From an optimization exercise on the open Yosys and OpenROAD flow, aimed at small area; shortcuts taken in it are not production practice.
In this exercise RTL edits were held to simulation tests only and were not proved equivalent to the original.

==> flow/design.v (excerpt) <==
module conv_top
#(
    parameter int IMG_BITS = 6    
) (
    input  wire               clk,
    input  wire               rst,
    input  wire               ready,
    input  wire [19:0]        idata,
    input  wire [19:0]        cdata_rd,
    output logic              busy,
    output logic              cwr,
    output logic              crd,
    output logic [11:0]       iaddr,
    output logic [11:0]       caddr_wr,
    output logic [11:0]       caddr_rd,
    output logic [19:0]       cdata_wr,
    output logic [2:0]        csel
);
==> flow/config.mk <==
export PLATFORM = sky130hd
export DESIGN_NAME = conv_top
export DESIGN_NICKNAME = conv_top
export VERILOG_FILES = /design/flow/design.v
export SDC_FILE = /design/flow/constraint.sdc
export NUM_CORES = 4
export LEC_CHECK = 0
export ABC_AREA = 1
export CAP_MARGIN = 20
export CORE_MARGIN = 2
export CORE_UTILIZATION = 55
export CTS_CLUSTER_DIAMETER = 50
export CTS_CLUSTER_SIZE = 10
export GPL_ROUTABILITY_DRIVEN = 0
export SLEW_MARGIN = 20
==> flow/constraint.sdc <==
create_clock -name core_clock -period 12.5 [get_ports {clk}]
set_input_delay 2.5000 -clock core_clock [delete_from_list [all_inputs] [get_ports {clk}]]
set_output_delay 2.5000 -clock core_clock [all_outputs]
set_load 0.01 [all_outputs]
standard.sh (not shown) runs the stock make flow with config.mk's settings and CLKGATE_MAP_FILE= SYNTH_SCRIPT=/design/flow/synth_recipe.tcl, a recipe that flattens the netlist after the stock synthesis.
==> flow/flow/run.sh <==
#!/bin/bash
set -euo pipefail
rm -rf scripts_area
cp -r "$FLOW_HOME/scripts" scripts_area
cp flow/abc_area.script scripts_area/abc_area.script
export BUFFER_PORTS_ARGS="-buffer_cell sky130_fd_sc_hd__buf_1"
export CTS_ARGS="-sink_clustering_enable -repair_clock_nets -sink_clustering_size 10 -sink_clustering_max_diameter 50 -dont_use_dummy_load"
bash standard.sh ABC_AREA=1 SCRIPTS_DIR="$PWD/scripts_area" > standard.log 2>&1
==> flow/flow/abc_area.script <==
strash
&get -n
&deepsyn -T 60
&put
dch -f
amap -m
topo
The starting point completed with no timing, DRC or antenna violations.
Next try:
- GPL_ROUTABILITY_DRIVEN: 0 -> unset
- GPL_TIMING_DRIVEN: unset -> 0
Global-route usage went up by 1.2 points. Register-to-register slack got worse by 0.47 ns. Worst setup slack got worse by 0.29 ns. Routed wire length went up by about 3%. Hold slack improved by 0.0092 ns. Synthesized area does not change.


Another version of the RTL of conv_top (not shown whole).
Size in the first run: about 700 cells after synthesis, about 75 flip-flops, ~0.0054 mm2 of cells after synthesis.
export LEC_CHECK = 0
export ABC_AREA = 1
export CAP_MARGIN = 20
export CORE_MARGIN = 2
export CORE_UTILIZATION = 55
export CTS_CLUSTER_DIAMETER = 50
export CTS_CLUSTER_SIZE = 10
export SLEW_MARGIN = 20
create_clock -name core_clock -period 12.5 [get_ports {clk}]
==> flow/flow/run.sh <==
#!/bin/bash
set -euo pipefail
rm -rf scripts_area
cp -r "$FLOW_HOME/scripts" scripts_area
cp flow/abc_area.script scripts_area/abc_area.script
export BUFFER_PORTS_ARGS="-buffer_cell sky130_fd_sc_hd__buf_1"
export CTS_ARGS="-sink_clustering_enable -repair_clock_nets -sink_clustering_size 30 -sink_clustering_max_diameter 150 -dont_use_dummy_load"
bash standard.sh ABC_AREA=1 SCRIPTS_DIR="$PWD/scripts_area" > standard.log 2>&1
==> flow/flow/abc_area.script <==
strash
&get -n
&deepsyn -T 60
&put
dch -f
amap
topo
Next try:
--- a/flow/flow/run.sh
+++ b/flow/flow/run.sh
@@ -7 +7 @@
-export CTS_ARGS="-sink_clustering_enable -repair_clock_nets -sink_clustering_size 30 -sink_clustering_max_diameter 150 -dont_use_dummy_load"
+export CTS_ARGS="-sink_clustering_enable -repair_clock_nets -sink_clustering_size 10 -sink_clustering_max_diameter 50 -dont_use_dummy_load"
What happened:
- wire length is unchanged
- final cell count is unchanged
- area after synthesis does not change
- register-to-register slack barely changes
- via count does not change
- first-iteration DRC count is unchanged
- count of clock-buffer cells in the layout stays the same
- non-clock buffer count does not change


Setup of rev 12:
conv_top, a different RTL version from the one above (not shown whole).
Size: about 650 cells after synthesis, roughly 5300 sq um of cells after synthesis.
Design conv_top, start of the top module:
module conv_top
#(
    parameter int IMG_BITS = 6    
) (
    input  wire               clk,
    input  wire               rst,
    input  wire               ready,
    input  wire [19:0]        idata,
    input  wire [19:0]        cdata_rd,
    output logic              busy,
    output logic              cwr,
    output logic              crd,
    output logic [11:0]       iaddr,
    output logic [11:0]       caddr_wr,
    output logic [11:0]       caddr_rd,
    output logic [19:0]       cdata_wr,
    output logic [2:0]        csel
);
export LEC_CHECK = 0
export ABC_AREA = 1
export CAP_MARGIN = 20
export CORE_MARGIN = 2
export CORE_UTILIZATION = 55
export CTS_CLUSTER_DIAMETER = 50
export CTS_CLUSTER_SIZE = 10
export GPL_TIMING_DRIVEN = 0
export SLEW_MARGIN = 20
create_clock -name core_clock -period 12.5 [get_ports {clk}]
==> flow/flow/run.sh <==
#!/bin/bash
set -euo pipefail
rm -rf scripts_area
cp -r "$FLOW_HOME/scripts" scripts_area
cp flow/abc_area.script scripts_area/abc_area.script
export BUFFER_PORTS_ARGS="-buffer_cell sky130_fd_sc_hd__buf_1"
export CTS_ARGS="-sink_clustering_enable -repair_clock_nets -sink_clustering_size 10 -sink_clustering_max_diameter 50 -dont_use_dummy_load"
bash standard.sh ABC_AREA=1 SCRIPTS_DIR="$PWD/scripts_area" > standard.log 2>&1
Scripts as last shown in full above: flow/flow/abc_area.script
The inputs of rev 13 differ from those of rev 12 as listed below.
Settings: clearing GPL_TIMING_DRIVEN, which used to be 0.
-- flow/flow/run.sh --
<<< rev 12, line 7
export CTS_ARGS="-sink_clustering_enable -repair_clock_nets -sink_clustering_size 10 -sink_clustering_max_diameter 50 -dont_use_dummy_load"
>>> rev 13, line 7
export CTS_ARGS="-repair_clock_nets -dont_use_dummy_load -buf_list sky130_fd_sc_hd__clkbuf_8"
Taking rev 12 as the reference point, the final cell count of rev 13 falls by 3.
Sequential cell area across rev 12 and rev 13: no real change.
Delta (rev 13 minus rev 12): final area shows a reduction of about 1.4%, wire length shows a reduction of 180 um, wire length of the first global-routing pass shows a reduction of about 1.5%, share of the clock period used by the worst path after layout shows an increase of 0.46 points.


## the reference run
Starting RTL as in the previous note.
Settings: LEC_CHECK=0, ABC_AREA=1, CAP_MARGIN=20, CORE_MARGIN=2, CORE_UTILIZATION=55, CTS_CLUSTER_DIAMETER=50, CTS_CLUSTER_SIZE=10, SLEW_MARGIN=20; clock period 12.5 ns.
==> flow/flow/run.sh <==
#!/bin/bash
set -euo pipefail
rm -rf scripts_area
cp -r "$FLOW_HOME/scripts" scripts_area
cp flow/abc_area.script scripts_area/abc_area.script
export BUFFER_PORTS_ARGS="-buffer_cell sky130_fd_sc_hd__buf_1"
export CTS_ARGS="-sink_clustering_enable -repair_clock_nets -sink_clustering_size 40 -sink_clustering_max_diameter 300 -sink_clustering_levels 1 -dont_use_dummy_load -buf_list sky130_fd_sc_hd__clkbuf_8"
bash standard.sh ABC_AREA=1 SCRIPTS_DIR="$PWD/scripts_area" > standard.log 2>&1
Scripts as last shown in full above: flow/flow/abc_area.script
> inputs changed (the reference run -> the trial run)
==> flow/flow/run.sh <==
#!/bin/bash
set -euo pipefail
rm -rf scripts_area
cp -r "$FLOW_HOME/scripts" scripts_area
cp flow/abc_area.script scripts_area/abc_area.script
export BUFFER_PORTS_ARGS="-buffer_cell sky130_fd_sc_hd__buf_1"
export CTS_ARGS="-sink_clustering_enable -repair_clock_nets -sink_clustering_size 10 -sink_clustering_max_diameter 50 -dont_use_dummy_load"
bash standard.sh ABC_AREA=1 SCRIPTS_DIR="$PWD/scripts_area" > standard.log 2>&1
Re sink count of the clock tree: no difference whatsoever between the trial run and the reference run.
The trial run -> the reference run: compound-cell area share of the yosys netlist delta 0, exact match
Re number of top-level pins: no difference whatsoever between the reference run and the trial run.
In terms of smallest setup slack after layout, the reference run and the trial run differ only marginally.
Diff the reference run..the trial run | placer congestion estimate | unchanged
Comparing the trial run against the reference run, there is no change at all in via count.
From the trial run to the reference run, number of instances in the synthesized netlist did not move at all.
The trial run against the reference run: worst hold slack held steady, clock tree buffer depth saw little to no change.

==> port drivers added, routing unchanged <==
The results above use ideal ports. As a check the final layouts listed here were re-extracted and re-timed, cells and wires unchanged. Step 1: set_driving_cell puts a clkbuf_16 on clk and a buf_2 on each other input, an assumption about the parent block. Step 2, shift: input delay + t, output delay - t, t = (earliest + latest rising clock arrival at the registers) / 2. This alone moves slack from input paths to output paths. a / b / c = ideal ports / drivers / drivers and shift; a / b = the first two.
| run | shift t [ns] | setup slack, ns | pins driven straight from the clock port |
|---|---|---|---|
| the first run of note 1 | 0.377 | 0.801 / 0.809 / 0.432 | 1 |
| the second run of note 1 | 0.376 | 0.516 / 0.516 / 0.444 | 1 |
| the first run of note 2 | 0.383 | 0.422 / 0.436 / 0.053 | 1 |
| the second run of note 2 | 0.383 | 0.422 / 0.436 / 0.053 | 1 |
| rev 12 | 0.367 | 0.446 / 0.447 / 0.080 | 1 |
| rev 13 | 0.378 | 0.388 / 0.396 / 0.018 | 1 |
| the reference run | 0.378 | 0.388 / 0.396 / 0.018 | 1 |
| the trial run | 0.378 | 0.388 / 0.396 / 0.018 | 1 |
After both steps setup and hold are still met in every run listed.
